Context: an optimization exercise on an open-source flow, tuned for small area. The choices shown serve that exercise and are no tape-out recipe. Function was not checked in any run shown here: the RTL went through the layout flow alone.

===== flow/design.v =====
package instr_mem_pkg;
    localparam int DATA_WIDTH = 16;
    localparam int ADDR_BITS  = 8;
    localparam int DEPTH      = 1 << ADDR_BITS;
    localparam int ADDR_WIDTH = 16;
    localparam logic MODE_WRITE = 1'b0;
    localparam logic MODE_READ  = 1'b1;
    localparam logic EN_ACTIVE  = 1'b0;
endpackage
module instr_mem_aoi222 (
    input  logic a1, a2, b1, b2, c1, c2,
    output logic y
);
    assign y = ~((a1 & a2) | (b1 & b2) | (c1 & c2));
endmodule
module instr_mem_array
#(
    parameter int WORD_W = instr_mem_pkg::DATA_WIDTH,
    parameter int ABITS  = instr_mem_pkg::ADDR_BITS
) (
    input  logic              clk,
    input  logic              we,
    input  logic [ABITS-1:0]  addr,
    input  logic [WORD_W-1:0] wdata,
    output logic [WORD_W-1:0] rdata
);
    localparam int RINGS  = 1 << (ABITS - 1);
    localparam int SLOTS  = 2 * RINGS;
    localparam int GROUPS = (SLOTS + 2) / 3;
    logic [1:0] cnt_q;
    always_ff @(posedge clk) cnt_q <= cnt_q + 2'd1;
    logic phase;
    assign phase = cnt_q[0];
    logic [ABITS-2:0] ring_a;
    logic             half_a;
    assign ring_a = addr[ABITS-1:1];
    assign half_a = addr[0];
    logic direct;
    logic defer;
    assign direct = we && (half_a != phase);
    assign defer  = we && (half_a == phase);
    logic              buf_v_q;
    logic [ABITS-2:0]  buf_r_q;
    logic              buf_h_q;
    logic [WORD_W-1:0] buf_d_q;
    always_ff @(posedge clk) begin
        buf_v_q <= defer;
        buf_r_q <= ring_a;
        buf_h_q <= half_a;
        buf_d_q <= wdata;
    end
    logic buf_go;
    assign buf_go = buf_v_q && !(direct && ring_a == buf_r_q);
    logic [WORD_W-1:0] ins_w;
    logic [WORD_W-1:0] ins_b;
    assign ins_w = wdata   ^ {WORD_W{cnt_q[1]}};
    assign ins_b = buf_d_q ^ {WORD_W{cnt_q[1]}};
    logic [WORD_W-1:0] slot_q [SLOTS];
    logic              rsel   [SLOTS];
    for (genvar r = 0; r < RINGS; r++) begin : g_ring
        logic sel_w;
        logic sel_b;
        logic sel_h;
        logic [WORD_W-1:0] p0_d;
        assign sel_w = direct && (ring_a == r);
        assign sel_b = buf_go && (buf_r_q == r);
        assign sel_h = !(sel_w || sel_b);
        for (genvar i = 0; i < WORD_W; i++) begin : g_bit
            instr_mem_aoi222 u_ins (
                .a1(sel_w), .a2(ins_w[i]),
                .b1(sel_b), .b2(ins_b[i]),
                .c1(sel_h), .c2(slot_q[2*r+1][i]),
                .y (p0_d[i])
            );
        end
        always_ff @(posedge clk) begin
            slot_q[2*r]   <= p0_d;
            slot_q[2*r+1] <= slot_q[2*r];
        end
        assign rsel[2*r]   = (ring_a == r) && (half_a == phase);
        assign rsel[2*r+1] = (ring_a == r) && (half_a != phase);
    end
    logic [GROUPS-1:0] grp_n [WORD_W];
    for (genvar i = 0; i < WORD_W; i++) begin : g_rd
        for (genvar g = 0; g < GROUPS; g++) begin : g_grp
            if (3*g + 2 < SLOTS) begin : g_full
                instr_mem_aoi222 u_rd (
                    .a1(rsel[3*g]),   .a2(slot_q[3*g][i]),
                    .b1(rsel[3*g+1]), .b2(slot_q[3*g+1][i]),
                    .c1(rsel[3*g+2]), .c2(slot_q[3*g+2][i]),
                    .y (grp_n[i][g])
                );
            end else begin : g_part
                assign grp_n[i][g] = ~(rsel[3*g] & slot_q[3*g][i]);
            end
        end
    end
    logic [WORD_W-1:0] rd_raw;
    for (genvar i = 0; i < WORD_W; i++) begin : g_or
        assign rd_raw[i] = ~(&grp_n[i]);
    end
    logic pol;
    assign pol = cnt_q[1] ^ (half_a & cnt_q[0]);
    always_comb begin
        if (buf_v_q && buf_r_q == ring_a && buf_h_q == half_a) begin
            rdata = buf_d_q;
        end else begin
            rdata = rd_raw ^ {WORD_W{pol}};
        end
    end
endmodule
module instr_mem
#(
    parameter int DATA_WIDTH = instr_mem_pkg::DATA_WIDTH,
    parameter int ADDR_BITS  = instr_mem_pkg::ADDR_BITS
) (
    input  logic                  clk,
    input  logic                  reset,
    input  logic [15:0]           address,
    input  logic [DATA_WIDTH-1:0] setup,
    input  logic                  R_WR,
    input  logic                  enable,
    output logic [DATA_WIDTH-1:0] instruction
);
    logic                  in_range;
    logic                  active;
    logic                  do_write;
    logic                  do_read;
    logic                  mem_we;
    logic [DATA_WIDTH-1:0] mem_rdata;
    logic [DATA_WIDTH-1:0] instr_d;
    logic [DATA_WIDTH-1:0] instr_q;
    assign in_range = ((address >> ADDR_BITS) == 16'd0);
    assign active   = (enable == instr_mem_pkg::EN_ACTIVE);
    assign do_write = active && (R_WR == instr_mem_pkg::MODE_WRITE);
    assign do_read  = active && (R_WR == instr_mem_pkg::MODE_READ);
    assign mem_we = !reset && do_write && in_range;
    instr_mem_array #(
        .WORD_W (DATA_WIDTH),
        .ABITS  (ADDR_BITS)
    ) u_array (
        .clk   (clk),
        .we    (mem_we),
        .addr  (address[ADDR_BITS-1:0]),
        .wdata (setup),
        .rdata (mem_rdata)
    );
    always_comb begin
        instr_d = instr_q;
        if (do_read) begin
            instr_d = in_range ? mem_rdata : '0;
        end
    end
    always_ff @(posedge clk) begin
        if (reset) begin
            instr_q <= '0;
        end else begin
            instr_q <= instr_d;
        end
    end
    assign instruction = instr_q;
endmodule

===== flow/flow/release_array.tcl =====
# Hand the pre-placed storage array back to the later steps.
set n 0
foreach inst [[ord::get_db_block] getInsts] {
  if {[$inst getPlacementStatus] == "FIRM"} {
    $inst setPlacementStatus PLACED
    incr n
  }
}
puts "release_array: released $n cells"

===== flow/constraint.sdc =====
create_clock -name core_clock -period 6.0 [get_ports {clk}]
set_input_delay 1.2000 -clock core_clock [delete_from_list [all_inputs] [get_ports {clk}]]
set_output_delay 1.2000 -clock core_clock [all_outputs]
set_load 0.01 [all_outputs]

===== flow/config.mk =====
export PLATFORM = sky130hd
export DESIGN_NAME = instr_mem
export DESIGN_NICKNAME = instr_mem
export VERILOG_FILES = /design/flow/design.v
export SDC_FILE = /design/flow/constraint.sdc
export NUM_CORES = 4
export LEC_CHECK = 0
export CAP_MARGIN = 20
export CORE_AREA = 5 5 555 555
export DIE_AREA = 0 0 560 560
export GPL_ROUTABILITY_DRIVEN = 0
export GPL_TIMING_DRIVEN = 0
export PLACE_DENSITY = 0.5
export SLEW_MARGIN = 20
export SYNTH_HIERARCHICAL = 1
export SYNTH_MEMORY_MAX_BITS = 8192

===== flow/flow/place_array.tcl =====
# Pre-place the storage array in a regular grid before global placement.
# The 128 rings form COLS block columns of consecutive rings stacked
# vertically; a ring takes 16/BPR adjacent placement rows with BPR bits
# side by side in each, every bit holding its position-1 flop, its insert
# gate, its position-0 flop and, on two rings in three, one read gate.
# The cells are FIRM while global placement places the rest around them;
# release_array.tcl makes them PLACED again for the later steps.
set block [ord::get_db_block]
set rings 128
set bits 16

proc by_y {a b} { expr {[[$a getBBox] yMin] - [[$b getBBox] yMin]} }
set rows [lsort -command by_y [$block getRows]]
set nrows [llength $rows]
set core [$block getCoreArea]
set x0 [$core xMin]
set site [[[lindex $rows 0] getSite] getWidth]
set nsites [expr {([$core xMax] - $x0) / $site}]
set bpr 8
set cols 2
set pitch 52
if {[info exists ::env(PA_BPR)]} { set bpr $::env(PA_BPR) }
if {[info exists ::env(PA_COLS)]} { set cols $::env(PA_COLS) }
if {[info exists ::env(PA_PITCH)]} { set pitch $::env(PA_PITCH) }
set rpr [expr {$bits / $bpr}]
set bands [expr {$rings / $cols}]

proc flop {s i} {
  return [$::block findInst "u_array.slot_q\\\[$s\\\]\\\[$i\\\]\$_DFF_P_"]
}
proc pin_net {inst pin} {
  foreach it [$inst getITerms] {
    if {[[$it getMTerm] getName] == $pin} { return [$it getNet] }
  }
  return NULL
}
proc net_driver {net} {
  foreach it [$net getITerms] {
    if {[$it isOutputSignal]} { return [$it getInst] }
  }
  return NULL
}
proc is_aoi {inst} { string match "*a222oi*" [[$inst getMaster] getName] }

set hosted [dict create]
set placed 0
for {set r 0} {$r < $rings} {incr r} {
  set c [expr {$r / $bands}]
  set b [expr {$r % $bands}]
  set row0 [expr {int($b * $nrows / $bands)}]
  set bx [expr {$x0 + ($c * $nsites / $cols) * $site}]
  for {set i 0} {$i < $bits} {incr i} {
    set row [lindex $rows [expr {$row0 + $i / $bpr}]]
    set y [[$row getBBox] yMin]
    set orient [$row getOrient]
    set f0 [flop [expr {2 * $r}] $i]
    set f1 [flop [expr {2 * $r + 1}] $i]
    if {$f0 == "NULL" || $f1 == "NULL"} { continue }
    set ins [net_driver [pin_net $f0 D]]
    set cells [list $f1]
    if {$ins != "NULL" && [is_aoi $ins]} { lappend cells $ins }
    lappend cells $f0
    # The read gate of the first ring that reaches it.
    foreach f [list $f0 $f1] {
      set q [pin_net $f Q]
      foreach it [$q getITerms] {
        set g [$it getInst]
        if {![$it isInputSignal] || $g == $ins || ![is_aoi $g]} { continue }
        if {[dict exists $hosted [$g getName]]} { continue }
        dict set hosted [$g getName] 1
        lappend cells $g
      }
    }
    set sx [expr {$bx + ($i % $bpr) * $pitch * $site}]
    foreach c $cells {
      $c setOrient $orient
      $c setLocation $sx $y
      $c setPlacementStatus FIRM
      set sx [expr {$sx + [[$c getMaster] getWidth]}]
      incr placed
    }
  }
}
puts "place_array: placed $placed cells in $nrows rows"

===== flow/flow/run.sh =====
#!/bin/bash
# Standard ORFS layout, with the storage array pre-placed in a regular grid
# and a leaner clock tree. Each step's full log stays under orfs/logs; make's
# own output goes to flow_make.log here.
set -euo pipefail
W=$(pwd)
export PRE_GLOBAL_PLACE_SKIP_IO_TCL=$W/flow/place_array.tcl
export PRE_GLOBAL_PLACE_TCL=$W/flow/place_array.tcl
export POST_GLOBAL_PLACE_TCL=$W/flow/release_array.tcl
export PA_BPR=8 PA_COLS=2 PA_PITCH=52
export CTS_ARGS="-sink_clustering_enable -repair_clock_nets -dont_use_dummy_load -sink_clustering_size 18 -sink_clustering_max_diameter 55 -buf_list sky130_fd_sc_hd__clkbuf_8"
bash standard.sh > flow_make.log 2>&1

===== flow/standard.sh =====
#!/bin/bash
# synth_recipe.tcl (not shown) runs the flow's synth.tcl, then flattens the netlist and writes it again
# the make line also repeats each setting of config.mk as NAME=value (left out here)
make -C /OpenROAD-flow-scripts/flow DESIGN_CONFIG=/design/flow/config.mk WORK_HOME=/design/flow/orfs CLKGATE_MAP_FILE= SYNTH_SCRIPT=/design/flow/synth_recipe.tcl "${@:-finish}"

==> summary.md, run 1 <==
| Metric | Value |
|---|---|
| Status | `aborted with a tool error` |
| Failed at | `3_1_place_gp_skip_io` |
| Run Error | `Error: global_place_skip_io.tcl, 4 can't read "::block": no such variable` |
| Ys Warns | `14` |
| Unique masters post-synth | `36` |
| Dominant synthesized flop cell | `dfxtp_1` |
| Starting Density | `41.3%` |
| Post-Syn Instances | `9043` |
| Post-synth ARST share | `0%` |
| Post-synthesis sequential area ratio | `66.4%` |
| Die Width | `560 um` |
| Die Y | `560 um` |
| Synthesized area | `0.125 mm^2` |
| Synth Area per Inst | `13.8 um^2` |
| Syn nets | `9080` |
| Synth Register Bits | `4139` |
| EDFF count, synth | `0` |
| Row cnt | `202` |
-- cells by family after synthesis --
logic type	after synthesis	synth area share (%)
adders and majority gates	1	0.0100
buffers and inverters	103	0.424
AOI/OAI and AO/OA	3464	27.8
and+or+nand+nor	1294	5.05
DFF	4139	66.4
xor gates and xnor gates	42	0.319
-- per-module statistics from Yosys, one instance, submodules excluded, a selection --
module	area, um^2	flip-flops and latches	cells inside	times used
instr_mem	930	16	80	1
instr_mem_aoi222	10.0	0	1	3408
-- Yosys cell counts, drive strengths merged, types with 16 or more instances --
cell type | instances | area (um^2)
nor2 | 677 | 2550
o32ai | 16 | 208
dfxtp | 4139 | 82900
nand2b | 16 | 100
o21ai | 16 | 80.1
nor4 | 80 | 500
a222oi | 3408 | 34100
a31oi | 16 | 119
xor2 | 33 | 289
nand4 | 339 | 2140
buf | 27 | 244
or4bb | 16 | 180
nand2 | 57 | 214
nand3 | 65 | 338
or3 | 18 | 113
clkbuf | 74 | 278
==> run 2, diff against run 1 <==
--- a/flow/flow/place_array.tcl
+++ b/flow/flow/place_array.tcl
@@ -5,7 +5,8 @@
 # gate, its position-0 flop and, on two rings in three, one read gate.
 # The cells are FIRM while global placement places the rest around them;
 # release_array.tcl makes them PLACED again for the later steps.
-set block [ord::get_db_block]
+set ::block [ord::get_db_block]
+set block $::block
 set rings 128
 set bits 16
 
==> run 2 against run 1 <==
The run again fails in 3_1_place_gp_skip_io. Synthesized area unchanged. Synthesized cell count is the same.
==> summary.md, run 2 <==
| Metric | Value |
|---|---|
| Status | `aborted with a tool error` |
| Failed at | `3_1_place_gp_skip_io` |
| Run Error | `[ERROR GPL-0305] RePlAce diverged during gradient descent calculation, resulting in an invalid step length (Inf or NaN). This is often caused by numerical instability ...` |
| Most frequent cell after synthesis | `dfxtp_1` |
| Syn nets | `9080 (unchanged)` |
| Die Y | `560 um (unchanged)` |
| Dominant synthesized flop cell | `dfxtp_1` |
| Post-synth ARST share | `0% (unchanged)` |
| Synth Area per Inst | `13.8 um^2 (unchanged)` |
| Die Width | `560 um (unchanged)` |
| Synth area leader | `dfxtp_1` |
| EDFF count, synth | `0 (unchanged)` |
| Row cnt | `202 (unchanged)` |
| Post-Syn Instances | `9043 (unchanged)` |
| Synth top cells by count | `4139 x dfxtp_1, 3408 x a222oi_1, 674 x nor2_1` |
| Largest cells by area after synthesis | `dfxtp_1 66%, a222oi_1 27%, nor2_1 2.0%` |
| Unique masters post-synth | `36 (unchanged)` |
| Synthesized area | `0.125 mm^2 (unchanged)` |
| Starting Density | `41.3% (unchanged)` |
| Post-synthesis sequential area ratio | `66.4% (unchanged)` |
| Synth Register Bits | `4139 (unchanged)` |
| Synth top area share | `66.4% (unchanged)` |
| Ys Warns | `14 (unchanged)` |
-- run 2: logic make-up after synthesis --
logic type	after synthesis	share of synthesized area, %
xor+xnor	42	0.319
simple gates	1294	5.05
fa+ha+maj	1	0.0100
buf+inv	103	0.424
flops	4139	66.4
compound gates	3464	27.8
-- run 2: modules after synthesis, one instance, submodules excluded, excerpt --
module | flip-flops and latches | copies in the design | cells | cell area (um^2)
instr_mem_aoi222 | 0 | 3408 | 1 | 10.0
instr_mem | 16 | 1 | 80 | 930
